From an optimization exercise on the open Yosys and OpenROAD flow, aimed at small area and a short achievable clock period; shortcuts taken in it are not production practice. In this exercise RTL edits were held to simulation tests only and were not proved equivalent to the original.

### flow/flow/run.sh
#!/bin/bash
# The standard layout with three changes: synthesis skips the quick ABC pass
# inside Yosys's synth (the final ABC mapping still runs), adders use Yosys's
# Sklansky carry network instead of Kogge-Stone, and the ports get the
# smallest buffer instead of the delay buffer that buffer_ports picks by
# default. All output goes to run_standard.log in this folder; ORFS keeps its
# own logs under orfs/logs.
set -euo pipefail
export SYNTH_ARGS="-noabc"
export SYNTH_OPERATIONS_ARGS="-extra-map +/choices/sklansky.v"
export BUFFER_PORTS_ARGS="-buffer_cell sky130_fd_sc_hd__buf_1"
bash standard.sh > run_standard.log 2>&1
### flow/standard.sh
#!/bin/bash
# synth_recipe.tcl (not shown) runs the flow's synth.tcl, then flattens the netlist and writes it again
# the make line also repeats each setting of config.mk as NAME=value (left out here)
make -C /OpenROAD-flow-scripts/flow DESIGN_CONFIG=/design/flow/config.mk WORK_HOME=/design/flow/orfs CLKGATE_MAP_FILE= SYNTH_SCRIPT=/design/flow/synth_recipe.tcl "${@:-finish}"
### flow/config.mk
export PLATFORM = sky130hd
export DESIGN_NAME = arith_encoder
export DESIGN_NICKNAME = arith_encoder
export VERILOG_FILES = /design/flow/design.v
export SDC_FILE = /design/flow/constraint.sdc
export NUM_CORES = 4
export LEC_CHECK = 0
export ABC_AREA = 1
export CAP_MARGIN = 20
export CORE_MARGIN = 2
export CORE_UTILIZATION = 40
export CTS_BUF_LIST = sky130_fd_sc_hd__clkbuf_8
export SETUP_SLACK_MARGIN = 2.75
export SLEW_MARGIN = 20
### flow/constraint.sdc
create_clock -name core_clock -period 9.0 [get_ports {general_clk}]
set_input_delay 1.8000 -clock core_clock [delete_from_list [all_inputs] [get_ports {general_clk}]]
set_output_delay 1.8000 -clock core_clock [all_outputs]
set_load 0.01 [all_outputs]
### flow/design.v
`timescale 1ns/1ps
module pipeline_control (
  input  logic general_clk,
  input  logic reset,
  input  logic in_valid,
  output logic out_valid
);
  logic v1, v2;
  always_ff @(posedge general_clk) begin
    if (reset) begin
      v1 <= 1'b0;
      v2 <= 1'b0;
    end else begin
      v1 <= in_valid;
      v2 <= v1;
    end
  end
  assign out_valid = v2;
endmodule
`timescale 1ns/1ps
module probability_stage (
  input  logic        general_clk,
  input  logic        reset,
  input  logic        in_valid,
  input  logic [15:0] fl,
  input  logic [15:0] fh,
  input  logic [3:0]  symbol,
  input  logic [4:0]  nsyms,
  input  logic        bool_mode,
  output logic        p_x,
  output logic        p_en,
  output logic        p_z,
  output logic        p_s,         
  output logic [9:0]  p_m2n,       
  output logic [5:0]  p_k,
  output logic [9:0]  p_nn,       
  output logic [4:0]  p_o2
);
  logic        vin;
  logic [9:0]  fl6, fh6;
  logic        first, sel_a, sel_c, sel_q;
  logic [5:0]  kd;        
  logic [4:0]  kdiff;     
  logic        kpos;
  logic [9:0]  m_p, m_q;
  logic [5:0]  k_next;
  assign vin   = in_valid & ~reset;
  assign fl6   = fl[15:6];
  assign fh6   = fh[15:6];
  assign first = (fl == 16'h8000);
  assign sel_a = vin & bool_mode & symbol[0];
  assign sel_c = vin & ~bool_mode & ~first;
  assign sel_q = vin & ~(bool_mode & symbol[0]);    
  assign kd    = {1'b0, nsyms} - {2'b00, symbol};
  assign kpos  = ~kd[5] & (kd[4:0] != 5'd0);
  assign kdiff = kd[5] ? 5'd0 : kd[4:0];
  assign m_p = sel_a ? fh6 : (sel_c ? fl6 : 10'd512);
  assign m_q = sel_q ? fh6 : 10'd0;
  always_comb begin
    if (sel_a)          k_next = 6'd1;
    else if (sel_c)     k_next = {5'd0, kpos};
    else if (!vin)      k_next = 6'd0;
    else if (bool_mode) k_next = 6'h3f;
    else if (kpos)      k_next = 6'd1 - {1'b0, kdiff};
    else                k_next = 6'd0;
  end
  always_ff @(posedge general_clk) begin
    p_x  <= ~sel_a & ~sel_c;
    p_z  <= ~sel_a & ~sel_c;
    p_en <= sel_q & fh6[0] & ~(sel_c & fl6[0]);
    {p_s, p_m2n} <= ({1'b0, m_p} - {1'b0, m_q}) ^ 11'h3ff;    
    p_k  <= k_next;
    p_nn  <= ~(sel_c ? fl6 : fh6);    
    p_o2 <= sel_c ? kdiff : 5'd1;
  end
endmodule
`timescale 1ns/1ps
module interval_update (
  input  logic        general_clk,
  input  logic        reset,
  input  logic        p_x,
  input  logic        p_en,
  input  logic        p_z,
  input  logic        p_s,         
  input  logic [9:0]  p_m2n,       
  input  logic [5:0]  p_k,
  input  logic [9:0]  p_nn,        
  input  logic [4:0]  p_o2,
  output logic [15:0] range_q,
  output logic [3:0]  d_q,
  output logic [15:0] add_next
);
  logic [7:0]  r8;
  logic [16:0] sum2;
  logic [16:0] sum2n;
  logic [15:0] raw;
  logic [15:0] rn;
  assign r8 = range_q[15:8];
  assign rn = ~range_q;
  wire [7:0] r8n = rn[15:8];
  wire lt_1, lt_2;
  assign lt_1 = (r8[7] & ~p_m2n[0]) ^ (r8[6] & ~p_m2n[1]);
  assign lt_2 = (r8[7] & ~p_m2n[0]) & (r8[6] & ~p_m2n[1]);
  wire lt_3, lt_4;
  assign lt_3 = (r8[7] & ~p_m2n[1]) ^ (r8[6] & ~p_m2n[2]) ^ (r8[5] & ~p_m2n[3]);
  assign lt_4 = ((r8[7] & ~p_m2n[1]) & (r8[6] & ~p_m2n[2])) | ((r8[7] & ~p_m2n[1]) & (r8[5] & ~p_m2n[3])) | ((r8[6] & ~p_m2n[2]) & (r8[5] & ~p_m2n[3]));
  wire lt_5, lt_6;
  assign lt_5 = (r8[7] & ~p_m2n[2]) ^ (r8[6] & ~p_m2n[3]);
  assign lt_6 = (r8[7] & ~p_m2n[2]) & (r8[6] & ~p_m2n[3]);
  wire lt_7, lt_8;
  assign lt_7 = (r8[7] & ~p_m2n[3]) ^ (r8[6] & ~p_m2n[4]) ^ (r8[5] & ~p_m2n[5]);
  assign lt_8 = ((r8[7] & ~p_m2n[3]) & (r8[6] & ~p_m2n[4])) | ((r8[7] & ~p_m2n[3]) & (r8[5] & ~p_m2n[5])) | ((r8[6] & ~p_m2n[4]) & (r8[5] & ~p_m2n[5]));
  wire lt_9, lt_10;
  assign lt_9 = (r8[4] & ~p_m2n[0]) ^ (r8[3] & ~p_m2n[1]);
  assign lt_10 = (r8[4] & ~p_m2n[0]) & (r8[3] & ~p_m2n[1]);
  wire lt_11, lt_12;
  assign lt_11 = (r8[5] & ~p_m2n[0]) ^ (r8[4] & ~p_m2n[1]) ^ (r8[3] & ~p_m2n[2]);
  assign lt_12 = ((r8[5] & ~p_m2n[0]) & (r8[4] & ~p_m2n[1])) | ((r8[5] & ~p_m2n[0]) & (r8[3] & ~p_m2n[2])) | ((r8[4] & ~p_m2n[1]) & (r8[3] & ~p_m2n[2]));
  wire lt_13, lt_14;
  assign lt_13 = (r8[2] & ~p_m2n[3]) ^ (r8[1] & ~p_m2n[4]);
  assign lt_14 = (r8[2] & ~p_m2n[3]) & (r8[1] & ~p_m2n[4]);
  wire lt_15, lt_16;
  assign lt_15 = (r8[6] & ~p_m2n[0]) ^ (r8[5] & ~p_m2n[1]) ^ (r8[4] & ~p_m2n[2]);
  assign lt_16 = ((r8[6] & ~p_m2n[0]) & (r8[5] & ~p_m2n[1])) | ((r8[6] & ~p_m2n[0]) & (r8[4] & ~p_m2n[2])) | ((r8[5] & ~p_m2n[1]) & (r8[4] & ~p_m2n[2]));
  wire lt_17, lt_18;
  assign lt_17 = (r8[3] & ~p_m2n[3]) ^ (r8[2] & ~p_m2n[4]) ^ (r8[1] & ~p_m2n[5]);
  assign lt_18 = ((r8[3] & ~p_m2n[3]) & (r8[2] & ~p_m2n[4])) | ((r8[3] & ~p_m2n[3]) & (r8[1] & ~p_m2n[5])) | ((r8[2] & ~p_m2n[4]) & (r8[1] & ~p_m2n[5]));
  wire lt_19, lt_20;
  assign lt_19 = (r8[0] & ~p_m2n[6]) ^ (range_q[5] & p_x);
  assign lt_20 = (r8[0] & ~p_m2n[6]) & (range_q[5] & p_x);
  wire lt_21, lt_22;
  assign lt_21 = (r8[5] & ~p_m2n[2]) ^ (r8[4] & ~p_m2n[3]) ^ (r8[3] & ~p_m2n[4]);
  assign lt_22 = ((r8[5] & ~p_m2n[2]) & (r8[4] & ~p_m2n[3])) | ((r8[5] & ~p_m2n[2]) & (r8[3] & ~p_m2n[4])) | ((r8[4] & ~p_m2n[3]) & (r8[3] & ~p_m2n[4]));
  wire lt_23, lt_24;
  assign lt_23 = (r8[2] & ~p_m2n[5]) ^ (r8[1] & ~p_m2n[6]) ^ (r8[0] & ~p_m2n[7]);
  assign lt_24 = ((r8[2] & ~p_m2n[5]) & (r8[1] & ~p_m2n[6])) | ((r8[2] & ~p_m2n[5]) & (r8[0] & ~p_m2n[7])) | ((r8[1] & ~p_m2n[6]) & (r8[0] & ~p_m2n[7]));
  wire lt_25, lt_26;
  assign lt_25 = (range_q[6] & p_x) ^ p_k[4] ^ lt_1;
  assign lt_26 = ((range_q[6] & p_x) & p_k[4]) | ((range_q[6] & p_x) & lt_1) | (p_k[4] & lt_1);
  wire lt_27, lt_28;
  assign lt_27 = (r8[4] & ~p_m2n[4]) ^ (r8[3] & ~p_m2n[5]) ^ (r8[2] & ~p_m2n[6]);
  assign lt_28 = ((r8[4] & ~p_m2n[4]) & (r8[3] & ~p_m2n[5])) | ((r8[4] & ~p_m2n[4]) & (r8[2] & ~p_m2n[6])) | ((r8[3] & ~p_m2n[5]) & (r8[2] & ~p_m2n[6]));
  wire lt_29, lt_30;
  assign lt_29 = (r8[1] & ~p_m2n[7]) ^ (r8[0] & ~p_m2n[8]) ^ (range_q[7] & p_x);
  assign lt_30 = ((r8[1] & ~p_m2n[7]) & (r8[0] & ~p_m2n[8])) | ((r8[1] & ~p_m2n[7]) & (range_q[7] & p_x)) | ((r8[0] & ~p_m2n[8]) & (range_q[7] & p_x));
  wire lt_31, lt_32;
  assign lt_31 = p_k[5] ^ lt_3 ^ lt_2;
  assign lt_32 = (p_k[5] & lt_3) | (p_k[5] & lt_2) | (lt_3 & lt_2);
  wire lt_33, lt_34;
  assign lt_33 = (r8[5] & ~p_m2n[4]) ^ (r8[4] & ~p_m2n[5]) ^ (r8[3] & ~p_m2n[6]);
  assign lt_34 = ((r8[5] & ~p_m2n[4]) & (r8[4] & ~p_m2n[5])) | ((r8[5] & ~p_m2n[4]) & (r8[3] & ~p_m2n[6])) | ((r8[4] & ~p_m2n[5]) & (r8[3] & ~p_m2n[6]));
  wire lt_35, lt_36;
  assign lt_35 = (r8[2] & ~p_m2n[7]) ^ (r8[1] & ~p_m2n[8]) ^ (r8[0] & ~p_m2n[9]);
  assign lt_36 = ((r8[2] & ~p_m2n[7]) & (r8[1] & ~p_m2n[8])) | ((r8[2] & ~p_m2n[7]) & (r8[0] & ~p_m2n[9])) | ((r8[1] & ~p_m2n[8]) & (r8[0] & ~p_m2n[9]));
  wire lt_37, lt_38;
  assign lt_37 = p_k[5] ^ lt_5 ^ lt_4;
  assign lt_38 = (p_k[5] & lt_5) | (p_k[5] & lt_4) | (lt_5 & lt_4);
  wire lt_39, lt_40;
  assign lt_39 = (r8[4] & ~p_m2n[6]) ^ (r8[3] & ~p_m2n[7]) ^ (r8[2] & ~p_m2n[8]);
  assign lt_40 = ((r8[4] & ~p_m2n[6]) & (r8[3] & ~p_m2n[7])) | ((r8[4] & ~p_m2n[6]) & (r8[2] & ~p_m2n[8])) | ((r8[3] & ~p_m2n[7]) & (r8[2] & ~p_m2n[8]));
  wire lt_41, lt_42;
  assign lt_41 = (r8[1] & ~p_m2n[9]) ^ (p_s & r8n[0]) ^ p_s;
  assign lt_42 = ((r8[1] & ~p_m2n[9]) & (p_s & r8n[0])) | ((r8[1] & ~p_m2n[9]) & p_s) | ((p_s & r8n[0]) & p_s);
  wire lt_43, lt_44;
  assign lt_43 = p_k[5] ^ lt_7 ^ lt_6;
  assign lt_44 = (p_k[5] & lt_7) | (p_k[5] & lt_6) | (lt_7 & lt_6);
  wire lt_45, lt_46;
  assign lt_45 = (r8[7] & ~p_m2n[4]) ^ (r8[6] & ~p_m2n[5]) ^ (r8[5] & ~p_m2n[6]);
  assign lt_46 = ((r8[7] & ~p_m2n[4]) & (r8[6] & ~p_m2n[5])) | ((r8[7] & ~p_m2n[4]) & (r8[5] & ~p_m2n[6])) | ((r8[6] & ~p_m2n[5]) & (r8[5] & ~p_m2n[6]));
  wire lt_47, lt_48;
  assign lt_47 = (r8[4] & ~p_m2n[7]) ^ (r8[3] & ~p_m2n[8]) ^ (r8[2] & ~p_m2n[9]);
  assign lt_48 = ((r8[4] & ~p_m2n[7]) & (r8[3] & ~p_m2n[8])) | ((r8[4] & ~p_m2n[7]) & (r8[2] & ~p_m2n[9])) | ((r8[3] & ~p_m2n[8]) & (r8[2] & ~p_m2n[9]));
  wire lt_49, lt_50;
  assign lt_49 = (p_s & r8n[1]) ^ p_k[5] ^ lt_8;
  assign lt_50 = ((p_s & r8n[1]) & p_k[5]) | ((p_s & r8n[1]) & lt_8) | (p_k[5] & lt_8);
  wire lt_51, lt_52;
  assign lt_51 = (r8[7] & ~p_m2n[5]) ^ (r8[6] & ~p_m2n[6]) ^ (r8[5] & ~p_m2n[7]);
  assign lt_52 = ((r8[7] & ~p_m2n[5]) & (r8[6] & ~p_m2n[6])) | ((r8[7] & ~p_m2n[5]) & (r8[5] & ~p_m2n[7])) | ((r8[6] & ~p_m2n[6]) & (r8[5] & ~p_m2n[7]));
  wire lt_53, lt_54;
  assign lt_53 = (r8[4] & ~p_m2n[8]) ^ (r8[3] & ~p_m2n[9]) ^ (p_s & r8n[2]);
  assign lt_54 = ((r8[4] & ~p_m2n[8]) & (r8[3] & ~p_m2n[9])) | ((r8[4] & ~p_m2n[8]) & (p_s & r8n[2])) | ((r8[3] & ~p_m2n[9]) & (p_s & r8n[2]));
  wire lt_55, lt_56;
  assign lt_55 = (r8[7] & ~p_m2n[6]) ^ (r8[6] & ~p_m2n[7]) ^ (r8[5] & ~p_m2n[8]);
  assign lt_56 = ((r8[7] & ~p_m2n[6]) & (r8[6] & ~p_m2n[7])) | ((r8[7] & ~p_m2n[6]) & (r8[5] & ~p_m2n[8])) | ((r8[6] & ~p_m2n[7]) & (r8[5] & ~p_m2n[8]));
  wire lt_57, lt_58;
  assign lt_57 = (r8[3] & ~p_m2n[0]) ^ (r8[2] & ~p_m2n[1]) ^ (r8[1] & ~p_m2n[2]);
  assign lt_58 = ((r8[3] & ~p_m2n[0]) & (r8[2] & ~p_m2n[1])) | ((r8[3] & ~p_m2n[0]) & (r8[1] & ~p_m2n[2])) | ((r8[2] & ~p_m2n[1]) & (r8[1] & ~p_m2n[2]));
  wire lt_59, lt_60;
  assign lt_59 = (r8[2] & ~p_m2n[2]) ^ (r8[1] & ~p_m2n[3]) ^ (r8[0] & ~p_m2n[4]);
  assign lt_60 = ((r8[2] & ~p_m2n[2]) & (r8[1] & ~p_m2n[3])) | ((r8[2] & ~p_m2n[2]) & (r8[0] & ~p_m2n[4])) | ((r8[1] & ~p_m2n[3]) & (r8[0] & ~p_m2n[4]));
  wire lt_61, lt_62;
  assign lt_61 = (range_q[3] & p_x) ^ p_k[1];
  assign lt_62 = (range_q[3] & p_x) & p_k[1];
  wire lt_63, lt_64;
  assign lt_63 = (r8[0] & ~p_m2n[5]) ^ (range_q[4] & p_x) ^ p_k[2];
  assign lt_64 = ((r8[0] & ~p_m2n[5]) & (range_q[4] & p_x)) | ((r8[0] & ~p_m2n[5]) & p_k[2]) | ((range_q[4] & p_x) & p_k[2]);
  wire lt_65, lt_66;
  assign lt_65 = lt_11 ^ lt_13 ^ lt_10;
  assign lt_66 = (lt_11 & lt_13) | (lt_11 & lt_10) | (lt_13 & lt_10);
  wire lt_67, lt_68;
  assign lt_67 = p_k[3] ^ lt_15 ^ lt_17;
  assign lt_68 = (p_k[3] & lt_15) | (p_k[3] & lt_17) | (lt_15 & lt_17);
  wire lt_69, lt_70;
  assign lt_69 = lt_19 ^ lt_12 ^ lt_14;
  assign lt_70 = (lt_19 & lt_12) | (lt_19 & lt_14) | (lt_12 & lt_14);
  wire lt_71, lt_72;
  assign lt_71 = lt_21 ^ lt_23 ^ lt_25;
  assign lt_72 = (lt_21 & lt_23) | (lt_21 & lt_25) | (lt_23 & lt_25);
  wire lt_73, lt_74;
  assign lt_73 = lt_16 ^ lt_18 ^ lt_20;
  assign lt_74 = (lt_16 & lt_18) | (lt_16 & lt_20) | (lt_18 & lt_20);
  wire lt_75, lt_76;
  assign lt_75 = lt_27 ^ lt_29 ^ lt_31;
  assign lt_76 = (lt_27 & lt_29) | (lt_27 & lt_31) | (lt_29 & lt_31);
  wire lt_77, lt_78;
  assign lt_77 = lt_22 ^ lt_24 ^ lt_26;
  assign lt_78 = (lt_22 & lt_24) | (lt_22 & lt_26) | (lt_24 & lt_26);
  wire lt_79, lt_80;
  assign lt_79 = lt_33 ^ lt_35 ^ lt_37;
  assign lt_80 = (lt_33 & lt_35) | (lt_33 & lt_37) | (lt_35 & lt_37);
  wire lt_81, lt_82;
  assign lt_81 = lt_28 ^ lt_30 ^ lt_32;
  assign lt_82 = (lt_28 & lt_30) | (lt_28 & lt_32) | (lt_30 & lt_32);
  wire lt_83, lt_84;
  assign lt_83 = lt_39 ^ lt_41 ^ lt_43;
  assign lt_84 = (lt_39 & lt_41) | (lt_39 & lt_43) | (lt_41 & lt_43);
  wire lt_85, lt_86;
  assign lt_85 = lt_34 ^ lt_36 ^ lt_38;
  assign lt_86 = (lt_34 & lt_36) | (lt_34 & lt_38) | (lt_36 & lt_38);
  wire lt_87, lt_88;
  assign lt_87 = lt_45 ^ lt_47 ^ lt_49;
  assign lt_88 = (lt_45 & lt_47) | (lt_45 & lt_49) | (lt_47 & lt_49);
  wire lt_89, lt_90;
  assign lt_89 = lt_40 ^ lt_42 ^ lt_44;
  assign lt_90 = (lt_40 & lt_42) | (lt_40 & lt_44) | (lt_42 & lt_44);
  wire lt_91, lt_92;
  assign lt_91 = p_k[5] ^ lt_51 ^ lt_53;
  assign lt_92 = (p_k[5] & lt_51) | (p_k[5] & lt_53) | (lt_51 & lt_53);
  wire lt_93, lt_94;
  assign lt_93 = lt_46 ^ lt_48 ^ lt_50;
  assign lt_94 = (lt_46 & lt_48) | (lt_46 & lt_50) | (lt_48 & lt_50);
  wire lt_95, lt_96;
  assign lt_95 = (r8[4] & ~p_m2n[9]) ^ (p_s & r8n[3]) ^ p_k[5];
  assign lt_96 = ((r8[4] & ~p_m2n[9]) & (p_s & r8n[3])) | ((r8[4] & ~p_m2n[9]) & p_k[5]) | ((p_s & r8n[3]) & p_k[5]);
  wire lt_97, lt_98;
  assign lt_97 = lt_55 ^ lt_52 ^ lt_54;
  assign lt_98 = (lt_55 & lt_52) | (lt_55 & lt_54) | (lt_52 & lt_54);
  wire lt_99, lt_100;
  assign lt_99 = (r8[7] & ~p_m2n[7]) ^ (r8[6] & ~p_m2n[8]) ^ (r8[5] & ~p_m2n[9]);
  assign lt_100 = ((r8[7] & ~p_m2n[7]) & (r8[6] & ~p_m2n[8])) | ((r8[7] & ~p_m2n[7]) & (r8[5] & ~p_m2n[9])) | ((r8[6] & ~p_m2n[8]) & (r8[5] & ~p_m2n[9]));
  wire lt_101, lt_102;
  assign lt_101 = (p_s & r8n[4]) ^ p_k[5] ^ lt_56;
  assign lt_102 = ((p_s & r8n[4]) & p_k[5]) | ((p_s & r8n[4]) & lt_56) | (p_k[5] & lt_56);
  wire lt_103, lt_104;
  assign lt_103 = (r8[7] & ~p_m2n[8]) ^ (r8[6] & ~p_m2n[9]) ^ (p_s & r8n[5]);
  assign lt_104 = ((r8[7] & ~p_m2n[8]) & (r8[6] & ~p_m2n[9])) | ((r8[7] & ~p_m2n[8]) & (p_s & r8n[5])) | ((r8[6] & ~p_m2n[9]) & (p_s & r8n[5]));
  wire lt_105, lt_106;
  assign lt_105 = (r8[1] & ~p_m2n[0]) ^ (r8[0] & ~p_m2n[1]);
  assign lt_106 = (r8[1] & ~p_m2n[0]) & (r8[0] & ~p_m2n[1]);
  wire lt_107, lt_108;
  assign lt_107 = (r8[2] & ~p_m2n[0]) ^ (r8[1] & ~p_m2n[1]) ^ (r8[0] & ~p_m2n[2]);
  assign lt_108 = ((r8[2] & ~p_m2n[0]) & (r8[1] & ~p_m2n[1])) | ((r8[2] & ~p_m2n[0]) & (r8[0] & ~p_m2n[2])) | ((r8[1] & ~p_m2n[1]) & (r8[0] & ~p_m2n[2]));
  wire lt_109, lt_110;
  assign lt_109 = (r8[0] & ~p_m2n[3]) ^ (range_q[2] & p_x) ^ p_k[0];
  assign lt_110 = ((r8[0] & ~p_m2n[3]) & (range_q[2] & p_x)) | ((r8[0] & ~p_m2n[3]) & p_k[0]) | ((range_q[2] & p_x) & p_k[0]);
  wire lt_111, lt_112;
  assign lt_111 = lt_9 ^ lt_59 ^ lt_61;
  assign lt_112 = (lt_9 & lt_59) | (lt_9 & lt_61) | (lt_59 & lt_61);
  wire lt_113, lt_114;
  assign lt_113 = lt_63 ^ lt_65 ^ lt_60;
  assign lt_114 = (lt_63 & lt_65) | (lt_63 & lt_60) | (lt_65 & lt_60);
  wire lt_115, lt_116;
  assign lt_115 = lt_67 ^ lt_69 ^ lt_64;
  assign lt_116 = (lt_67 & lt_69) | (lt_67 & lt_64) | (lt_69 & lt_64);
  wire lt_117, lt_118;
  assign lt_117 = lt_71 ^ lt_73 ^ lt_68;
  assign lt_118 = (lt_71 & lt_73) | (lt_71 & lt_68) | (lt_73 & lt_68);
  wire lt_119, lt_120;
  assign lt_119 = lt_75 ^ lt_77 ^ lt_72;
  assign lt_120 = (lt_75 & lt_77) | (lt_75 & lt_72) | (lt_77 & lt_72);
  wire lt_121, lt_122;
  assign lt_121 = lt_79 ^ lt_81 ^ lt_76;
  assign lt_122 = (lt_79 & lt_81) | (lt_79 & lt_76) | (lt_81 & lt_76);
  wire lt_123, lt_124;
  assign lt_123 = lt_83 ^ lt_85 ^ lt_80;
  assign lt_124 = (lt_83 & lt_85) | (lt_83 & lt_80) | (lt_85 & lt_80);
  wire lt_125, lt_126;
  assign lt_125 = lt_87 ^ lt_89 ^ lt_84;
  assign lt_126 = (lt_87 & lt_89) | (lt_87 & lt_84) | (lt_89 & lt_84);
  wire lt_127, lt_128;
  assign lt_127 = lt_91 ^ lt_93 ^ lt_88;
  assign lt_128 = (lt_91 & lt_93) | (lt_91 & lt_88) | (lt_93 & lt_88);
  wire lt_129, lt_130;
  assign lt_129 = lt_95 ^ lt_97 ^ lt_92;
  assign lt_130 = (lt_95 & lt_97) | (lt_95 & lt_92) | (lt_97 & lt_92);
  wire lt_131, lt_132;
  assign lt_131 = lt_99 ^ lt_101 ^ lt_96;
  assign lt_132 = (lt_99 & lt_101) | (lt_99 & lt_96) | (lt_101 & lt_96);
  wire lt_133, lt_134;
  assign lt_133 = p_k[5] ^ lt_103 ^ lt_100;
  assign lt_134 = (p_k[5] & lt_103) | (p_k[5] & lt_100) | (lt_103 & lt_100);
  wire lt_135, lt_136;
  assign lt_135 = (r8[7] & ~p_m2n[9]) ^ (p_s & r8n[6]) ^ p_k[5];
  assign lt_136 = ((r8[7] & ~p_m2n[9]) & (p_s & r8n[6])) | ((r8[7] & ~p_m2n[9]) & p_k[5]) | ((p_s & r8n[6]) & p_k[5]);
  wire lt_137, lt_138;
  assign lt_137 = (range_q[0] & p_x) ^ (p_en & r8[0]);
  assign lt_138 = (range_q[0] & p_x) & (p_en & r8[0]);
  wire lt_139, lt_140;
  assign lt_139 = (range_q[1] & p_x) ^ lt_107 ^ lt_106;
  assign lt_140 = ((range_q[1] & p_x) & lt_107) | ((range_q[1] & p_x) & lt_106) | (lt_107 & lt_106);
  wire lt_141, lt_142;
  assign lt_141 = lt_57 ^ lt_109 ^ lt_108;
  assign lt_142 = (lt_57 & lt_109) | (lt_57 & lt_108) | (lt_109 & lt_108);
  wire lt_143, lt_144;
  assign lt_143 = lt_58 ^ lt_111 ^ lt_110;
  assign lt_144 = (lt_58 & lt_111) | (lt_58 & lt_110) | (lt_111 & lt_110);
  wire lt_145, lt_146;
  assign lt_145 = lt_62 ^ lt_113 ^ lt_112;
  assign lt_146 = (lt_62 & lt_113) | (lt_62 & lt_112) | (lt_113 & lt_112);
  wire lt_147, lt_148;
  assign lt_147 = lt_66 ^ lt_115 ^ lt_114;
  assign lt_148 = (lt_66 & lt_115) | (lt_66 & lt_114) | (lt_115 & lt_114);
  wire lt_149, lt_150;
  assign lt_149 = lt_70 ^ lt_117 ^ lt_116;
  assign lt_150 = (lt_70 & lt_117) | (lt_70 & lt_116) | (lt_117 & lt_116);
  wire lt_151, lt_152;
  assign lt_151 = lt_74 ^ lt_119 ^ lt_118;
  assign lt_152 = (lt_74 & lt_119) | (lt_74 & lt_118) | (lt_119 & lt_118);
  wire lt_153, lt_154;
  assign lt_153 = lt_78 ^ lt_121 ^ lt_120;
  assign lt_154 = (lt_78 & lt_121) | (lt_78 & lt_120) | (lt_121 & lt_120);
  wire lt_155, lt_156;
  assign lt_155 = lt_82 ^ lt_123 ^ lt_122;
  assign lt_156 = (lt_82 & lt_123) | (lt_82 & lt_122) | (lt_123 & lt_122);
  wire lt_157, lt_158;
  assign lt_157 = lt_86 ^ lt_125 ^ lt_124;
  assign lt_158 = (lt_86 & lt_125) | (lt_86 & lt_124) | (lt_125 & lt_124);
  wire lt_159, lt_160;
  assign lt_159 = lt_90 ^ lt_127 ^ lt_126;
  assign lt_160 = (lt_90 & lt_127) | (lt_90 & lt_126) | (lt_127 & lt_126);
  wire lt_161, lt_162;
  assign lt_161 = lt_94 ^ lt_129 ^ lt_128;
  assign lt_162 = (lt_94 & lt_129) | (lt_94 & lt_128) | (lt_129 & lt_128);
  wire lt_163, lt_164;
  assign lt_163 = lt_98 ^ lt_131 ^ lt_130;
  assign lt_164 = (lt_98 & lt_131) | (lt_98 & lt_130) | (lt_131 & lt_130);
  wire lt_165, lt_166;
  assign lt_165 = lt_102 ^ lt_133 ^ lt_132;
  assign lt_166 = (lt_102 & lt_133) | (lt_102 & lt_132) | (lt_133 & lt_132);
  wire lt_167, lt_168;
  assign lt_167 = lt_104 ^ lt_135 ^ lt_134;
  assign lt_168 = (lt_104 & lt_135) | (lt_104 & lt_134) | (lt_135 & lt_134);
  wire [16:0] lt_a, lt_b;
  assign lt_a = {lt_167, lt_165, lt_163, lt_161, lt_159, lt_157, lt_155, lt_153, lt_151, lt_149, lt_147, lt_145, lt_143, lt_141, lt_139, lt_105, 1'b0};
  assign lt_b = {lt_166, lt_164, lt_162, lt_160, lt_158, lt_156, lt_154, lt_152, lt_150, lt_148, lt_146, lt_144, lt_142, lt_140, lt_138, lt_137, 1'b0};
  assign sum2 = lt_a + lt_b;
  assign raw  = sum2[16:1];
  wire at_1, at_2;
  assign at_1 = rn[6] ^ p_o2[4];
  assign at_2 = rn[6] & p_o2[4];
  wire at_3, at_4;
  assign at_3 = rn[7] ^ (r8[7] & ~p_nn[1]);
  assign at_4 = rn[7] & (r8[7] & ~p_nn[1]);
  wire at_5, at_6;
  assign at_5 = rn[8] ^ (r8[7] & ~p_nn[2]);
  assign at_6 = rn[8] & (r8[7] & ~p_nn[2]);
  wire at_7, at_8;
  assign at_7 = rn[3] ^ p_o2[1];
  assign at_8 = rn[3] & p_o2[1];
  wire at_9, at_10;
  assign at_9 = rn[4] ^ p_o2[2] ^ (r8[5] & ~p_nn[0]);
  assign at_10 = (rn[4] & p_o2[2]) | (rn[4] & (r8[5] & ~p_nn[0])) | (p_o2[2] & (r8[5] & ~p_nn[0]));
  wire at_11, at_12;
  assign at_11 = (r8[4] & ~p_nn[1]) ^ (r8[3] & ~p_nn[2]);
  assign at_12 = (r8[4] & ~p_nn[1]) & (r8[3] & ~p_nn[2]);
  wire at_13, at_14;
  assign at_13 = rn[5] ^ p_o2[3] ^ (r8[6] & ~p_nn[0]);
  assign at_14 = (rn[5] & p_o2[3]) | (rn[5] & (r8[6] & ~p_nn[0])) | (p_o2[3] & (r8[6] & ~p_nn[0]));
  wire at_15, at_16;
  assign at_15 = (r8[5] & ~p_nn[1]) ^ (r8[4] & ~p_nn[2]) ^ (r8[3] & ~p_nn[3]);
  assign at_16 = ((r8[5] & ~p_nn[1]) & (r8[4] & ~p_nn[2])) | ((r8[5] & ~p_nn[1]) & (r8[3] & ~p_nn[3])) | ((r8[4] & ~p_nn[2]) & (r8[3] & ~p_nn[3]));
  wire at_17, at_18;
  assign at_17 = (r8[2] & ~p_nn[4]) ^ (r8[1] & ~p_nn[5]);
  assign at_18 = (r8[2] & ~p_nn[4]) & (r8[1] & ~p_nn[5]);
  wire at_19, at_20;
  assign at_19 = (r8[7] & ~p_nn[0]) ^ (r8[6] & ~p_nn[1]) ^ (r8[5] & ~p_nn[2]);
  assign at_20 = ((r8[7] & ~p_nn[0]) & (r8[6] & ~p_nn[1])) | ((r8[7] & ~p_nn[0]) & (r8[5] & ~p_nn[2])) | ((r8[6] & ~p_nn[1]) & (r8[5] & ~p_nn[2]));
  wire at_21, at_22;
  assign at_21 = (r8[4] & ~p_nn[3]) ^ (r8[3] & ~p_nn[4]) ^ (r8[2] & ~p_nn[5]);
  assign at_22 = ((r8[4] & ~p_nn[3]) & (r8[3] & ~p_nn[4])) | ((r8[4] & ~p_nn[3]) & (r8[2] & ~p_nn[5])) | ((r8[3] & ~p_nn[4]) & (r8[2] & ~p_nn[5]));
  wire at_23, at_24;
  assign at_23 = (r8[1] & ~p_nn[6]) ^ (r8[0] & ~p_nn[7]) ^ at_1;
  assign at_24 = ((r8[1] & ~p_nn[6]) & (r8[0] & ~p_nn[7])) | ((r8[1] & ~p_nn[6]) & at_1) | ((r8[0] & ~p_nn[7]) & at_1);
  wire at_25, at_26;
  assign at_25 = (r8[6] & ~p_nn[2]) ^ (r8[5] & ~p_nn[3]) ^ (r8[4] & ~p_nn[4]);
  assign at_26 = ((r8[6] & ~p_nn[2]) & (r8[5] & ~p_nn[3])) | ((r8[6] & ~p_nn[2]) & (r8[4] & ~p_nn[4])) | ((r8[5] & ~p_nn[3]) & (r8[4] & ~p_nn[4]));
  wire at_27, at_28;
  assign at_27 = (r8[3] & ~p_nn[5]) ^ (r8[2] & ~p_nn[6]) ^ (r8[1] & ~p_nn[7]);
  assign at_28 = ((r8[3] & ~p_nn[5]) & (r8[2] & ~p_nn[6])) | ((r8[3] & ~p_nn[5]) & (r8[1] & ~p_nn[7])) | ((r8[2] & ~p_nn[6]) & (r8[1] & ~p_nn[7]));
  wire at_29, at_30;
  assign at_29 = (r8[0] & ~p_nn[8]) ^ at_3 ^ at_2;
  assign at_30 = ((r8[0] & ~p_nn[8]) & at_3) | ((r8[0] & ~p_nn[8]) & at_2) | (at_3 & at_2);
  wire at_31, at_32;
  assign at_31 = (r8[6] & ~p_nn[3]) ^ (r8[5] & ~p_nn[4]) ^ (r8[4] & ~p_nn[5]);
  assign at_32 = ((r8[6] & ~p_nn[3]) & (r8[5] & ~p_nn[4])) | ((r8[6] & ~p_nn[3]) & (r8[4] & ~p_nn[5])) | ((r8[5] & ~p_nn[4]) & (r8[4] & ~p_nn[5]));
  wire at_33, at_34;
  assign at_33 = (r8[3] & ~p_nn[6]) ^ (r8[2] & ~p_nn[7]) ^ (r8[1] & ~p_nn[8]);
  assign at_34 = ((r8[3] & ~p_nn[6]) & (r8[2] & ~p_nn[7])) | ((r8[3] & ~p_nn[6]) & (r8[1] & ~p_nn[8])) | ((r8[2] & ~p_nn[7]) & (r8[1] & ~p_nn[8]));
  wire at_35, at_36;
  assign at_35 = (r8[0] & ~p_nn[9]) ^ at_5 ^ at_4;
  assign at_36 = ((r8[0] & ~p_nn[9]) & at_5) | ((r8[0] & ~p_nn[9]) & at_4) | (at_5 & at_4);
  wire at_37, at_38;
  assign at_37 = rn[9] ^ (r8[7] & ~p_nn[3]) ^ (r8[6] & ~p_nn[4]);
  assign at_38 = (rn[9] & (r8[7] & ~p_nn[3])) | (rn[9] & (r8[6] & ~p_nn[4])) | ((r8[7] & ~p_nn[3]) & (r8[6] & ~p_nn[4]));
  wire at_39, at_40;
  assign at_39 = (r8[5] & ~p_nn[5]) ^ (r8[4] & ~p_nn[6]) ^ (r8[3] & ~p_nn[7]);
  assign at_40 = ((r8[5] & ~p_nn[5]) & (r8[4] & ~p_nn[6])) | ((r8[5] & ~p_nn[5]) & (r8[3] & ~p_nn[7])) | ((r8[4] & ~p_nn[6]) & (r8[3] & ~p_nn[7]));
  wire at_41, at_42;
  assign at_41 = (r8[2] & ~p_nn[8]) ^ (r8[1] & ~p_nn[9]) ^ at_6;
  assign at_42 = ((r8[2] & ~p_nn[8]) & (r8[1] & ~p_nn[9])) | ((r8[2] & ~p_nn[8]) & at_6) | ((r8[1] & ~p_nn[9]) & at_6);
  wire at_43, at_44;
  assign at_43 = rn[10] ^ (r8[7] & ~p_nn[4]) ^ (r8[6] & ~p_nn[5]);
  assign at_44 = (rn[10] & (r8[7] & ~p_nn[4])) | (rn[10] & (r8[6] & ~p_nn[5])) | ((r8[7] & ~p_nn[4]) & (r8[6] & ~p_nn[5]));
  wire at_45, at_46;
  assign at_45 = (r8[5] & ~p_nn[6]) ^ (r8[4] & ~p_nn[7]) ^ (r8[3] & ~p_nn[8]);
  assign at_46 = ((r8[5] & ~p_nn[6]) & (r8[4] & ~p_nn[7])) | ((r8[5] & ~p_nn[6]) & (r8[3] & ~p_nn[8])) | ((r8[4] & ~p_nn[7]) & (r8[3] & ~p_nn[8]));
  wire at_47, at_48;
  assign at_47 = rn[11] ^ (r8[7] & ~p_nn[5]) ^ (r8[6] & ~p_nn[6]);
  assign at_48 = (rn[11] & (r8[7] & ~p_nn[5])) | (rn[11] & (r8[6] & ~p_nn[6])) | ((r8[7] & ~p_nn[5]) & (r8[6] & ~p_nn[6]));
  wire at_49, at_50;
  assign at_49 = rn[2] ^ p_o2[0] ^ (r8[3] & ~p_nn[0]);
  assign at_50 = (rn[2] & p_o2[0]) | (rn[2] & (r8[3] & ~p_nn[0])) | (p_o2[0] & (r8[3] & ~p_nn[0]));
  wire at_51, at_52;
  assign at_51 = (r8[4] & ~p_nn[0]) ^ (r8[3] & ~p_nn[1]) ^ (r8[2] & ~p_nn[2]);
  assign at_52 = ((r8[4] & ~p_nn[0]) & (r8[3] & ~p_nn[1])) | ((r8[4] & ~p_nn[0]) & (r8[2] & ~p_nn[2])) | ((r8[3] & ~p_nn[1]) & (r8[2] & ~p_nn[2]));
  wire at_53, at_54;
  assign at_53 = (r8[1] & ~p_nn[3]) ^ (r8[0] & ~p_nn[4]);
  assign at_54 = (r8[1] & ~p_nn[3]) & (r8[0] & ~p_nn[4]);
  wire at_55, at_56;
  assign at_55 = (r8[2] & ~p_nn[3]) ^ (r8[1] & ~p_nn[4]) ^ (r8[0] & ~p_nn[5]);
  assign at_56 = ((r8[2] & ~p_nn[3]) & (r8[1] & ~p_nn[4])) | ((r8[2] & ~p_nn[3]) & (r8[0] & ~p_nn[5])) | ((r8[1] & ~p_nn[4]) & (r8[0] & ~p_nn[5]));
  wire at_57, at_58;
  assign at_57 = at_9 ^ at_11 ^ at_8;
  assign at_58 = (at_9 & at_11) | (at_9 & at_8) | (at_11 & at_8);
  wire at_59, at_60;
  assign at_59 = (r8[0] & ~p_nn[6]) ^ at_13 ^ at_15;
  assign at_60 = ((r8[0] & ~p_nn[6]) & at_13) | ((r8[0] & ~p_nn[6]) & at_15) | (at_13 & at_15);
  wire at_61, at_62;
  assign at_61 = at_17 ^ at_10 ^ at_12;
  assign at_62 = (at_17 & at_10) | (at_17 & at_12) | (at_10 & at_12);
  wire at_63, at_64;
  assign at_63 = at_19 ^ at_21 ^ at_23;
  assign at_64 = (at_19 & at_21) | (at_19 & at_23) | (at_21 & at_23);
  wire at_65, at_66;
  assign at_65 = at_14 ^ at_16 ^ at_18;
  assign at_66 = (at_14 & at_16) | (at_14 & at_18) | (at_16 & at_18);
  wire at_67, at_68;
  assign at_67 = at_25 ^ at_27 ^ at_29;
  assign at_68 = (at_25 & at_27) | (at_25 & at_29) | (at_27 & at_29);
  wire at_69, at_70;
  assign at_69 = at_20 ^ at_22 ^ at_24;
  assign at_70 = (at_20 & at_22) | (at_20 & at_24) | (at_22 & at_24);
  wire at_71, at_72;
  assign at_71 = at_31 ^ at_33 ^ at_35;
  assign at_72 = (at_31 & at_33) | (at_31 & at_35) | (at_33 & at_35);
  wire at_73, at_74;
  assign at_73 = at_26 ^ at_28 ^ at_30;
  assign at_74 = (at_26 & at_28) | (at_26 & at_30) | (at_28 & at_30);
  wire at_75, at_76;
  assign at_75 = at_37 ^ at_39 ^ at_41;
  assign at_76 = (at_37 & at_39) | (at_37 & at_41) | (at_39 & at_41);
  wire at_77, at_78;
  assign at_77 = at_32 ^ at_34 ^ at_36;
  assign at_78 = (at_32 & at_34) | (at_32 & at_36) | (at_34 & at_36);
  wire at_79, at_80;
  assign at_79 = (r8[2] & ~p_nn[9]) ^ at_43 ^ at_45;
  assign at_80 = ((r8[2] & ~p_nn[9]) & at_43) | ((r8[2] & ~p_nn[9]) & at_45) | (at_43 & at_45);
  wire at_81, at_82;
  assign at_81 = at_38 ^ at_40 ^ at_42;
  assign at_82 = (at_38 & at_40) | (at_38 & at_42) | (at_40 & at_42);
  wire at_83, at_84;
  assign at_83 = (r8[5] & ~p_nn[7]) ^ (r8[4] & ~p_nn[8]) ^ (r8[3] & ~p_nn[9]);
  assign at_84 = ((r8[5] & ~p_nn[7]) & (r8[4] & ~p_nn[8])) | ((r8[5] & ~p_nn[7]) & (r8[3] & ~p_nn[9])) | ((r8[4] & ~p_nn[8]) & (r8[3] & ~p_nn[9]));
  wire at_85, at_86;
  assign at_85 = at_47 ^ at_44 ^ at_46;
  assign at_86 = (at_47 & at_44) | (at_47 & at_46) | (at_44 & at_46);
  wire at_87, at_88;
  assign at_87 = rn[12] ^ (r8[7] & ~p_nn[6]) ^ (r8[6] & ~p_nn[7]);
  assign at_88 = (rn[12] & (r8[7] & ~p_nn[6])) | (rn[12] & (r8[6] & ~p_nn[7])) | ((r8[7] & ~p_nn[6]) & (r8[6] & ~p_nn[7]));
  wire at_89, at_90;
  assign at_89 = (r8[5] & ~p_nn[8]) ^ (r8[4] & ~p_nn[9]) ^ at_48;
  assign at_90 = ((r8[5] & ~p_nn[8]) & (r8[4] & ~p_nn[9])) | ((r8[5] & ~p_nn[8]) & at_48) | ((r8[4] & ~p_nn[9]) & at_48);
  wire at_91, at_92;
  assign at_91 = rn[13] ^ (r8[7] & ~p_nn[7]) ^ (r8[6] & ~p_nn[8]);
  assign at_92 = (rn[13] & (r8[7] & ~p_nn[7])) | (rn[13] & (r8[6] & ~p_nn[8])) | ((r8[7] & ~p_nn[7]) & (r8[6] & ~p_nn[8]));
  wire at_93, at_94;
  assign at_93 = rn[1] ^ (r8[2] & ~p_nn[0]);
  assign at_94 = rn[1] & (r8[2] & ~p_nn[0]);
  wire at_95, at_96;
  assign at_95 = (r8[2] & ~p_nn[1]) ^ (r8[1] & ~p_nn[2]) ^ (r8[0] & ~p_nn[3]);
  assign at_96 = ((r8[2] & ~p_nn[1]) & (r8[1] & ~p_nn[2])) | ((r8[2] & ~p_nn[1]) & (r8[0] & ~p_nn[3])) | ((r8[1] & ~p_nn[2]) & (r8[0] & ~p_nn[3]));
  wire at_97, at_98;
  assign at_97 = at_7 ^ at_51 ^ at_53;
  assign at_98 = (at_7 & at_51) | (at_7 & at_53) | (at_51 & at_53);
  wire at_99, at_100;
  assign at_99 = at_55 ^ at_57 ^ at_52;
  assign at_100 = (at_55 & at_57) | (at_55 & at_52) | (at_57 & at_52);
  wire at_101, at_102;
  assign at_101 = at_59 ^ at_61 ^ at_56;
  assign at_102 = (at_59 & at_61) | (at_59 & at_56) | (at_61 & at_56);
  wire at_103, at_104;
  assign at_103 = at_63 ^ at_65 ^ at_60;
  assign at_104 = (at_63 & at_65) | (at_63 & at_60) | (at_65 & at_60);
  wire at_105, at_106;
  assign at_105 = at_67 ^ at_69 ^ at_64;
  assign at_106 = (at_67 & at_69) | (at_67 & at_64) | (at_69 & at_64);
  wire at_107, at_108;
  assign at_107 = at_71 ^ at_73 ^ at_68;
  assign at_108 = (at_71 & at_73) | (at_71 & at_68) | (at_73 & at_68);
  wire at_109, at_110;
  assign at_109 = at_75 ^ at_77 ^ at_72;
  assign at_110 = (at_75 & at_77) | (at_75 & at_72) | (at_77 & at_72);
  wire at_111, at_112;
  assign at_111 = at_79 ^ at_81 ^ at_76;
  assign at_112 = (at_79 & at_81) | (at_79 & at_76) | (at_81 & at_76);
  wire at_113, at_114;
  assign at_113 = at_83 ^ at_85 ^ at_80;
  assign at_114 = (at_83 & at_85) | (at_83 & at_80) | (at_85 & at_80);
  wire at_115, at_116;
  assign at_115 = at_87 ^ at_89 ^ at_84;
  assign at_116 = (at_87 & at_89) | (at_87 & at_84) | (at_89 & at_84);
  wire at_117, at_118;
  assign at_117 = (r8[5] & ~p_nn[9]) ^ at_91 ^ at_88;
  assign at_118 = ((r8[5] & ~p_nn[9]) & at_91) | ((r8[5] & ~p_nn[9]) & at_88) | (at_91 & at_88);
  wire at_119, at_120;
  assign at_119 = rn[14] ^ (r8[7] & ~p_nn[8]) ^ (r8[6] & ~p_nn[9]);
  assign at_120 = (rn[14] & (r8[7] & ~p_nn[8])) | (rn[14] & (r8[6] & ~p_nn[9])) | ((r8[7] & ~p_nn[8]) & (r8[6] & ~p_nn[9]));
  wire at_121, at_122;
  assign at_121 = rn[0] ^ (r8[1] & ~p_nn[0]);
  assign at_122 = rn[0] & (r8[1] & ~p_nn[0]);
  wire at_123, at_124;
  assign at_123 = (r8[1] & ~p_nn[1]) ^ (r8[0] & ~p_nn[2]) ^ at_93;
  assign at_124 = ((r8[1] & ~p_nn[1]) & (r8[0] & ~p_nn[2])) | ((r8[1] & ~p_nn[1]) & at_93) | ((r8[0] & ~p_nn[2]) & at_93);
  wire at_125, at_126;
  assign at_125 = at_49 ^ at_95 ^ at_94;
  assign at_126 = (at_49 & at_95) | (at_49 & at_94) | (at_95 & at_94);
  wire at_127, at_128;
  assign at_127 = at_50 ^ at_97 ^ at_96;
  assign at_128 = (at_50 & at_97) | (at_50 & at_96) | (at_97 & at_96);
  wire at_129, at_130;
  assign at_129 = at_54 ^ at_99 ^ at_98;
  assign at_130 = (at_54 & at_99) | (at_54 & at_98) | (at_99 & at_98);
  wire at_131, at_132;
  assign at_131 = at_58 ^ at_101 ^ at_100;
  assign at_132 = (at_58 & at_101) | (at_58 & at_100) | (at_101 & at_100);
  wire at_133, at_134;
  assign at_133 = at_62 ^ at_103 ^ at_102;
  assign at_134 = (at_62 & at_103) | (at_62 & at_102) | (at_103 & at_102);
  wire at_135, at_136;
  assign at_135 = at_66 ^ at_105 ^ at_104;
  assign at_136 = (at_66 & at_105) | (at_66 & at_104) | (at_105 & at_104);
  wire at_137, at_138;
  assign at_137 = at_70 ^ at_107 ^ at_106;
  assign at_138 = (at_70 & at_107) | (at_70 & at_106) | (at_107 & at_106);
  wire at_139, at_140;
  assign at_139 = at_74 ^ at_109 ^ at_108;
  assign at_140 = (at_74 & at_109) | (at_74 & at_108) | (at_109 & at_108);
  wire at_141, at_142;
  assign at_141 = at_78 ^ at_111 ^ at_110;
  assign at_142 = (at_78 & at_111) | (at_78 & at_110) | (at_111 & at_110);
  wire at_143, at_144;
  assign at_143 = at_82 ^ at_113 ^ at_112;
  assign at_144 = (at_82 & at_113) | (at_82 & at_112) | (at_113 & at_112);
  wire at_145, at_146;
  assign at_145 = at_86 ^ at_115 ^ at_114;
  assign at_146 = (at_86 & at_115) | (at_86 & at_114) | (at_115 & at_114);
  wire at_147, at_148;
  assign at_147 = at_90 ^ at_117 ^ at_116;
  assign at_148 = (at_90 & at_117) | (at_90 & at_116) | (at_117 & at_116);
  wire at_149, at_150;
  assign at_149 = at_92 ^ at_119 ^ at_118;
  assign at_150 = (at_92 & at_119) | (at_92 & at_118) | (at_119 & at_118);
  wire at_151, at_152;
  assign at_151 = rn[15] ^ (r8[7] & ~p_nn[9]) ^ at_120;
  assign at_152 = (rn[15] & (r8[7] & ~p_nn[9])) | (rn[15] & at_120) | ((r8[7] & ~p_nn[9]) & at_120);
  wire [16:0] at_a, at_b;
  assign at_a = {at_151, at_149, at_147, at_145, at_143, at_141, at_139, at_137, at_135, at_133, at_131, at_129, at_127, at_125, at_123, (r8[0] & ~p_nn[1]), 1'b0};
  assign at_b = {at_150, at_148, at_146, at_144, at_142, at_140, at_138, at_136, at_134, at_132, at_130, at_128, at_126, at_124, at_122, at_121, 1'b0};
  assign sum2n    = at_a + at_b;
  assign add_next = ~(sum2n[16:1] | {16{p_z}});
  logic        z8, z4, z2, z1, raw_zero;
  logic [15:0] t1, t2, t3, range_next;
  logic [3:0]  d_next;
  assign z8 = ~|raw[15:8];
  assign t1 = z8 ? {raw[7:0], 8'd0} : raw;
  assign z4 = ~|t1[15:12];
  assign t2 = z4 ? {t1[11:0], 4'd0} : t1;
  assign z2 = ~|t2[15:14];
  assign t3 = z2 ? {t2[13:0], 2'd0} : t2;
  assign z1 = ~t3[15];
  assign range_next = z1 ? {t3[14:0], 1'b0} : t3;
  assign raw_zero = ~|raw;
  assign d_next = (raw_zero | reset) ? 4'd0 : {z8, z4, z2, z1};
  always_ff @(posedge general_clk) begin
    if (reset) range_q <= 16'd32768;
    else       range_q <= range_next;
    d_q <= d_next;
  end
endmodule
`timescale 1ns/1ps
module renormalizer (
  input  logic        general_clk,
  input  logic        reset,
  input  logic [15:0] add_next,
  input  logic [3:0]  d_q,
  output logic [23:0] low_out,
  output logic [4:0]  cnt_out,
  output logic [1:0]  bit_flag,
  output logic [15:0] out_bit_1,
  output logic [15:0] out_bit_2
);
  logic [23:0] sum_q;
  logic [3:0]  cq;
  logic [4:0]  e_sum;        
  logic        emit1, emit2;
  logic [2:0]  f_sum;        
  logic [23:0] low_shl;
  logic [23:0] low_next;
  logic [23:0] sum_next;
  logic [3:0]  cq_next;
  logic [7:0]  keep_hi;
  logic [24:0] win_src;
  logic [23:0] win;
  assign e_sum = {1'b0, cq} + {1'b0, d_q};
  assign emit1 = e_sum >= 5'd9;
  assign emit2 = e_sum >= 5'd17;
  assign f_sum = e_sum[2:0] - 3'd1;    
  always_comb begin
    case (f_sum)
      3'd0: keep_hi = 8'h00;
      3'd1: keep_hi = 8'h01;
      3'd2: keep_hi = 8'h03;
      3'd3: keep_hi = 8'h07;
      3'd4: keep_hi = 8'h0f;
      3'd5: keep_hi = 8'h1f;
      3'd6: keep_hi = 8'h3f;
      default: keep_hi = 8'h7f;
    endcase
    if (!emit1) keep_hi = 8'hff;
  end
  assign low_shl  = sum_q << d_q;
  assign low_next = low_shl & {keep_hi, 16'hffff};
  assign cq_next  = emit1 ? {1'b0, f_sum} + 4'd1 : e_sum[3:0];
  assign sum_next = low_next + {8'd0, add_next};
  assign win_src = {sum_q, 1'b0};
  assign win     = 24'(win_src >> cq);
  always_ff @(posedge general_clk) begin
    if (reset) begin
      sum_q <= '0;
      cq    <= '0;
    end else begin
      sum_q <= sum_next;
      cq    <= cq_next;
    end
  end
  assign low_out   = low_next;
  assign cnt_out   = {1'b0, cq_next} - 5'd9;
  assign bit_flag  = {emit2, emit1 & ~emit2};
  assign out_bit_1 = win[23:8];
  assign out_bit_2 = {8'd0, win[7:0]};
endmodule
`timescale 1ns/1ps
module arith_encoder #(
  parameter int SYMBOL_WIDTH = 4
) (
  input  logic                    general_clk,
  input  logic                    reset,
  input  logic                    in_valid,
  input  logic [15:0]             fl,
  input  logic [15:0]             fh,
  input  logic [SYMBOL_WIDTH-1:0] symbol,
  input  logic [SYMBOL_WIDTH:0]   nsyms,
  input  logic                    bool_mode,
  output logic                    out_valid,
  output logic [15:0]             range_out,
  output logic [23:0]             low_out,
  output logic [4:0]              cnt_out,
  output logic [1:0]              bit_flag,
  output logic [15:0]             out_bit_1,
  output logic [15:0]             out_bit_2
);
  logic        p_x, p_en, p_z;
  logic        p_s;
  logic [9:0]  p_m2n;
  logic [5:0]  p_k;
  logic [9:0]  p_nn;
  logic [4:0]  p_o2;
  logic [15:0] add_next;
  logic [3:0]  d_q;
  pipeline_control u_control (
    .general_clk (general_clk),
    .reset       (reset),
    .in_valid    (in_valid),
    .out_valid   (out_valid)
  );
  probability_stage u_stage_1 (
    .general_clk (general_clk),
    .reset       (reset),
    .in_valid    (in_valid),
    .fl          (fl),
    .fh          (fh),
    .symbol      (symbol),
    .nsyms       (nsyms),
    .bool_mode   (bool_mode),
    .p_x         (p_x),
    .p_en        (p_en),
    .p_z         (p_z),
    .p_s         (p_s),
    .p_m2n       (p_m2n),
    .p_k         (p_k),
    .p_nn         (p_nn),
    .p_o2        (p_o2)
  );
  interval_update u_stage_2 (
    .general_clk (general_clk),
    .reset       (reset),
    .p_x         (p_x),
    .p_en        (p_en),
    .p_z         (p_z),
    .p_s         (p_s),
    .p_m2n       (p_m2n),
    .p_k         (p_k),
    .p_nn         (p_nn),
    .p_o2        (p_o2),
    .range_q     (range_out),
    .d_q         (d_q),
    .add_next    (add_next)
  );
  renormalizer u_stage_3 (
    .general_clk (general_clk),
    .reset       (reset),
    .add_next    (add_next),
    .d_q         (d_q),
    .low_out     (low_out),
    .cnt_out     (cnt_out),
    .bit_flag    (bit_flag),
    .out_bit_1   (out_bit_1),
    .out_bit_2   (out_bit_2)
  );
endmodule
==> impl_metrics.json, run 1 <==
{
  "wl_met3_um": 1460,
  "slew_viol_final": 0,
  "placed_cells": 2142,
  "worstSkewPairLatency_ns": 0.38,
  "m1WireLength_um": 14100,
  "yosys_warnings": 4,
  "worst_slew_pin_slew_ns": 0.785,
  "boundaryPins": 125,
  "synth_area_um2": 12300,
  "fin_crit_sh_pct": 66.1,
  "maxCapViolCount": 0,
  "dpl.hpwl_um": 26300,
  "vias": 10967,
  "synth_top_flop_cell": "dfxtp_1",
  "holdPathStages": 2,
  "cts_tree": "yes",
  "portBuffers": 110,
  "hold_path_class": "reg2reg",
  "die_x_um": 179,
  "clkSinkCount": 84,
  "reg2reg_depth": 22,
  "synth-edff-count": 0,
  "wirelength_um": 32900,
  "postRouteAntennaNets": 0,
  "gr-total-overflow": 0,
  "fin_crit_ns": 5.95,
  "antenna_found_initial": 0,
  "cts_htree_levels": 3,
  "root_buffer": "clkbuf_8",
  "area_delta_synth_final_pct": 9.45,
  "fmax_mhz": 168,
  "dr_wl_met2_um": 16500,
  "worstPathRequired_ns": 9.27,
  "slew-limit-headroom_pct": 47.6,
  "nNetsFinal": 2081,
  "dr.pass1.iters": 5,
  "critPathKind": "reg2reg",
  "grtUsageTotal_pct": 21.1,
  "status": "complete, no violations",
  "worst_setup_path_end_kind": "register",
  "die_h_um": 179,
  "synth_cells": 1716,
  "initial_utilization_pct": 40.4,
  "grt_max_degree": 48,
  "core_um2": 30400,
  "syn_avg_cell_area_um2": 7.17,
  "final_design_area_no_fill_um2": 13500,
  "ys_seq_elements": 84,
  "synthDistinctLibCells": 52,
  "setup_viol": 0,
  "clk_pin_slew_ns": 0.09,
  "antenna_cells": 0,
  "grt_first_pass_wirelength_um": 53200,
  "finalHoldViolations": 0,
  "critPathMaxFanout": 7,
  "place_congestion": 0.874,
  "synth-seq-area-share_pct": 13.7,
  "start_kind": "register",
  "drt_iter0_markers": 598,
  "via_per_inst": 5.02,
  "numCtsBuffers": 9,
  "skew_ns": 0.0122,
  "placed_cell_area_um2": 12800,
  "async_flop_share_pct": 0,
  "fin_tns_setup_ns": 0,
  "cp.arrival_ns": 6.22,
  "wire_per_inst_um": 15.0,
  "top_layer": "met4",
  "cts_buffer_depth": 2,
  "grt_pass1_vias": 10692,
  "final_cells": 2185,
  "drc": 0,
  "rows": 64,
  "rsz0062_at_grt": "yes",
  "die_area_um2": 32200,
  "hold_slack_ns": 0.458,
  "drive_above_1_share_pct": 7.43
}
[synth_stat cells (4+ instances only)]
| library cell | count | area (µm²) |
|---|---|---|
| a21o_1 | 4 | 30.0 |
| a21oi_1 | 50 | 250 |
| a31oi_1 | 6 | 37.5 |
| and2_1 | 4 | 25.0 |
| buf_1 | 7 | 26.3 |
| buf_2 | 13 | 65.1 |
| buf_4 | 26 | 195 |
| clkbuf_1 | 47 | 176 |
| clkinv_1 | 5 | 18.8 |
| dfxtp_1 | 84 | 1680 |
| fa_1 | 160 | 3200 |
| ha_1 | 92 | 1150 |
| inv_1 | 216 | 811 |
| inv_2 | 6 | 22.5 |
| mux2i_1 | 17 | 170 |
| nand2_1 | 413 | 1550 |
| nand2_2 | 6 | 37.5 |
| nand2_4 | 7 | 78.8 |
| nand3_1 | 42 | 210 |
| nand4_1 | 4 | 25.0 |
| nor2_1 | 250 | 938 |
| nor2_4 | 5 | 56.3 |
| nor3_1 | 4 | 20.0 |
| nor4_1 | 5 | 31.3 |
| o211ai_1 | 13 | 97.6 |
| o21ai_0 | 155 | 776 |
| o21ai_1 | 6 | 30.0 |
| or2_2 | 10 | 62.6 |
| xnor2_1 | 10 | 87.6 |
| xor2_1 | 19 | 166 |
[registers in the layout, indices dropped and copies added, names as in the netlist]
signal / cells
u_control.v2: 1
u_stage_1.p_o2: 5
u_stage_2.d_q: 4
u_stage_2.range_q: 16
u_stage_1.p_en: 1
u_stage_1.p_m2n: 10
u_stage_3.cq: 4
u_control.v1: 1
u_stage_3.sum_q: 24
u_stage_1.p_k: 6
u_stage_1.p_x: 1
u_stage_1.p_nn: 10
u_stage_1.p_s: 1
[logic make-up (layout without fill, tap and decap cells)]
family,count (synthesis),in the layout,share of synthesized area (%)
simple gates,760,761,25.5
buf+inv,324,389,11.0
fa+ha+maj,252,252,35.4
compound gates,249,249,11.0
flops,84,84,13.7
xor+xnor,29,29,2.07
mux,17,17,1.38
other cells,1,8,0.0305
[per-layer routing]
layer	track usage, %	up-vias
li1	-	5438
met1	26.1	5215
met2	38.2	273
met3	2.72	41
met4	5.98	0
met5	0	-
[placed cells by master (no fill, tap or decap), types with 8 or more instances in the layout]
cell type / synthesis / final
ha_1: 92 / 87
inv_1: 216 / 212
o21ai_0: 155 / 154
or2_2: 10 / 10
dfxtp_1: 84 / 77
nand2_1: 413 / 409
buf_1: 7 / 110
mux2i_1: 17 / 17
o211ai_1: 13 / 13
conb_1: 1 / 8
clkbuf_8: 0 / 9
fa_1: 160 / 159
nor2_1: 250 / 246
xor2_1: 19 / 18
a21oi_1: 50 / 47
nand2_2: 6 / 9
buf_4: 26 / 26
xnor2_1: 10 / 10
nand3_1: 42 / 41
[through the flow]
step                setup WS, ns  util, %
finish                      3.05     44.2
global placement            2.15     42.1
detailed placement          2.08     42.1
floorplan                   2.89        -
global route                2.70     44.2
CTS                         2.76     43.4
[worst paths after layout]
path                               from             endpoint  slack [ns]
setup reg to reg  u_stage_2.range_q[15]  u_stage_3.sum_q[22]        3.05
setup / recovery  u_stage_2.range_q[15]  u_stage_3.sum_q[22]        3.05
hold reg to reg            u_control.v1         u_control.v2        0.46
hold / removal             u_control.v1         u_control.v2        0.46
[worst max-delay path: stages, from the launching register on]
cell        delay, ns
dfxtp_4          0.42
clkinvlp_4       0.17
nor2_1           0.15
ha_1             0.26
fa_1             0.50
fa_1             0.60
fa_1             0.47
fa_1             0.53
ha_1             0.36
a21o_1           0.21
fa_1             0.38
xor2_1           0.13
nor2_1           0.06
ha_1             0.34
a21oi_1          0.09
o211ai_1         0.29
nand2_1          0.17
a21oi_4          0.28
nand3_4          0.13
nor2_2           0.12
nand2_1          0.06
nand2_1          0.07
nor2_1           0.05
[final cells by class]
class / instances / area, µm²
Clock buffer: 9 / 124
Clock inverter: 7 / 73.8
Fill cell: 3195 / 17000
Inverter: 228 / 901
Multi-Input combinational cell: 1316 / 9450
Sequential cell: 84 / 1700
Tap cell: 396 / 495
Timing Repair Buffer: 142 / 702
Timing Repair inverter: 3 / 15.0
[repair_timing]
action                     CTS  global route
setup buffers                9            14
resized for setup           24            36
hold buffers                 0             0
setup endpoints to repair   31            30
pin swaps                    3            17
cloned                       4             0
==> run 2: changes to the inputs <==
--- a/flow/config.mk
+++ b/flow/config.mk
@@ -11,4 +11,4 @@
 export CORE_UTILIZATION = 40
 export CTS_BUF_LIST = sky130_fd_sc_hd__clkbuf_8
-export SETUP_SLACK_MARGIN = 2.75
+export SETUP_SLACK_MARGIN = 3.25
 export SLEW_MARGIN = 20
==> impl_metrics.json, run 2 <==
{
  "area_delta_synth_final_pct": 16.6,
  "worstReg2RegEnd": "u_stage_2.range_q[10]",
  "final_common_cell": "nand2_1",
  "postRouteAntennaNets": 0,
  "fin_crit_ns": 5.92,
  "place_congestion": 0.907,
  "placed_cells": 2139,
  "dr.pass1.iters": 6,
  "yosys.area.top_type": "fa_1",
  "largestRegisters": "u_stage_3.sum_q: 24 flops, u_stage_2.range_q: 16 flops",
  "r2r_setup_slack_ns": 3.08,
  "worst_slew_pin_slew_ns": 0.820,
  "cts_htree_levels": 3,
  "via_per_inst": 5.05,
  "boundaryPins": 125,
  "critPathMaxFanout": 5,
  "dpl.hpwl_um": 26600,
  "grt_first_pass_wirelength_um": 53900,
  "drive_above_1_share_pct": 14.9,
  "top_register": "u_stage_3.sum_q",
  "yosys_warnings": 4,
  "worstPathRequired_ns": 9.33,
  "rsz0062_at_grt": "yes",
  "netlist.area_leader.share_pct": 26.0,
  "post-synth-top-count-cell": "nand2_1",
  "antenna_found_initial": 0,
  "start_kind": "register",
  "nNetsFinal": 2116,
  "skew_ns": 0.00890,
  "vias": 11215,
  "fmax_mhz": 169,
  "final_cell_mix": "nand2_1, nor2_1, inv_1, fa_1, o21ai_0",
  "synth-seq-area-share_pct": 13.7,
  "portBuffers": 110,
  "gr-total-overflow": 0,
  "fin_crit_sh_pct": 65.8,
  "drc": 0,
  "cts_tree": "yes",
  "finalHoldViolations": 0,
  "die_area_um2": 32200,
  "async_flop_share_pct": 0,
  "die_h_um": 179,
  "synth_top_flop_cell": "dfxtp_1",
  "cts_buffer_depth": 2,
  "timing.rr.start": "u_stage_2.range_q[13]",
  "synth-edff-count": 0,
  "rows": 64,
  "clk_pin_slew_ns": 0.10,
  "grt_pass1_vias": 10729,
  "root_buffer": "clkbuf_8",
  "crit_slowest_cell": "fa_1",
  "syn_avg_cell_area_um2": 7.17,
  "max_stage_delay_ns": 0.56,
  "slew-limit-headroom_pct": 45.3,
  "clkSinkCount": 84,
  "wirelength_um": 34500,
  "synth_cells": 1716,
  "min_to": "u_control.v2",
  "critPathKind": "reg2reg",
  "status": "complete, no violations",
  "setup_viol": 0,
  "numCtsBuffers": 9,
  "reg2reg_depth": 30,
  "cpMostUsedCell": "fa_1",
  "drt_iter0_markers": 655,
  "final_cells": 2220,
  "hp-start": "u_control.v1",
  "largest_reg_flops": 24,
  "fin_tns_setup_ns": 0,
  "synthTopCellsByArea": "fa_1, dfxtp_1, nand2_1",
  "slew_viol_final": 0,
  "synth_area_um2": 12300,
  "maxCapViolCount": 0,
  "wire_per_inst_um": 15.6,
  "yosys-top-cells-count": "nand2_1, nor2_1, inv_1",
  "synthDistinctLibCells": 52,
  "ys_seq_elements": 84,
  "postCtsHoldBufs": 0,
  "initial_utilization_pct": 40.4,
  "worst_setup_path_end_kind": "register",
  "grt_max_degree": 48,
  "grtUsageTotal_pct": 21.5,
  "hold_path_class": "reg2reg",
  "holdPathStages": 2,
  "antenna_cells": 0,
  "cp.arrival_ns": 6.25,
  "core_um2": 30400,
  "worstSkewPairLatency_ns": 0.39,
  "die_x_um": 179
}
[run 2: metal layers]
metal	track usage [%]	vias to the layer above	share of wire (%)	wire length, µm
met5	0	-	0	0
met4	6.96	0	2.6	889
met3	2.70	54	4.4	1520
met2	39.0	303	51	17600
met1	26.4	5345	42	14500
li1	-	5513	-	-
[run 2: layout make-up]
cell class                      count  area, µm²
Clock buffer                        9        124
Clock inverter                      7       65.1
Inverter                          228        921
Multi-Input combinational cell   1316       9900
Tap cell                          396        495
Timing Repair Buffer              177       1090
Sequential cell                    84       1720
Timing Repair inverter              3       17.5
Fill cell                        3070      16100
[run 2: how the worst max path moves through the flow]
stage	from	to	slack, ns	cells past startpoint
after floorplan	u_stage_2.range_q[15]	u_stage_2.range_q[2]	3.26	31
after global placement	u_stage_2.range_q[11]	u_stage_3.sum_q[22]	2.43	26
after detailed placement	u_stage_2.range_q[11]	u_stage_3.sum_q[22]	2.33	26
after CTS	u_stage_2.range_q[15]	u_stage_3.sum_q[22]	3.13	27
after global routing	u_stage_2.range_q[13]	u_stage_2.range_q[12]	2.85	30
final	u_stage_2.range_q[13]	u_stage_2.range_q[10]	3.08	30
[run 2: cell families after synthesis]
logic type               count (synthesis)  share of synthesized area (%)
AND/OR/NAND/NOR                        760                           25.5
buffers and inverters                  324                           11.0
adder cells (fa/ha/maj)                252                           35.4
AO/OA/AOI/OAI                          249                           11.0
flip-flops                              84                           13.7
XOR/XNOR                                29                           2.07
multiplexers                            17                           1.38
other                                    1                         0.0305
[run 2: through the flow]
stage	area, µm²	utilization [%]	worst slack, ns	hold slack, ns
after detailed placement	12800	42.1	2.33	0.472
after CTS	13600	44.6	3.13	0.488
final	14300	47.1	3.08	0.503
after global placement	12800	42.1	2.43	0.478
after floorplan	12400	-	3.26	0.388
after global routing	14300	47.1	2.85	0.540
[run 2: critical path: cells and delay by family, from the launching register on]
family | cells | cell delay (ns)
flops | 1 | 0.47
fa+ha+maj | 7 | 3.01
xor+xnor | 1 | 0.17
buf+inv | 7 | 0.70
compound gates | 2 | 0.38
simple gates | 13 | 1.11
[run 2: timing repair]
action	4_1_cts	5_1_grt
buffers inserted	38	21
endpoints found under the setup margin	36	37
pin swaps	38	54
cloned	4	2
gates resized for setup	72	140

-- port drivers added, routing unchanged --
How much do the figures lean on ideal ports? The routed layouts below were timed once more, with nothing changed but the port constraints. Step 1 sets driving cells, clkbuf_16 on the clock port and buf_2 on the other inputs (assumed; they add their load-dependent delay and slew). Step 2, shift: input delay + t, output delay - t, t = (earliest + latest rising clock arrival at the registers) / 2. This alone moves slack from input paths to output paths. Three values: ideal ports, drivers, drivers and shift; two values: the first two.
run | shift t [ns] | setup WS [ns] | worst hold slack (ns) | worst setup path at the end
run 1 | 0.419 | 3.054 / 3.054 / 2.821 | 0.458 / 0.458 / 0.458 | input to register
run 2 | 0.425 | 3.080 / 3.080 / 2.901 | 0.503 / 0.503 / 0.503 | input to register
After both steps every run listed still meets setup and hold. The setup slack of run 1, which loses most, moves by 0.000 ns with the drivers and by -0.233 ns with both steps.
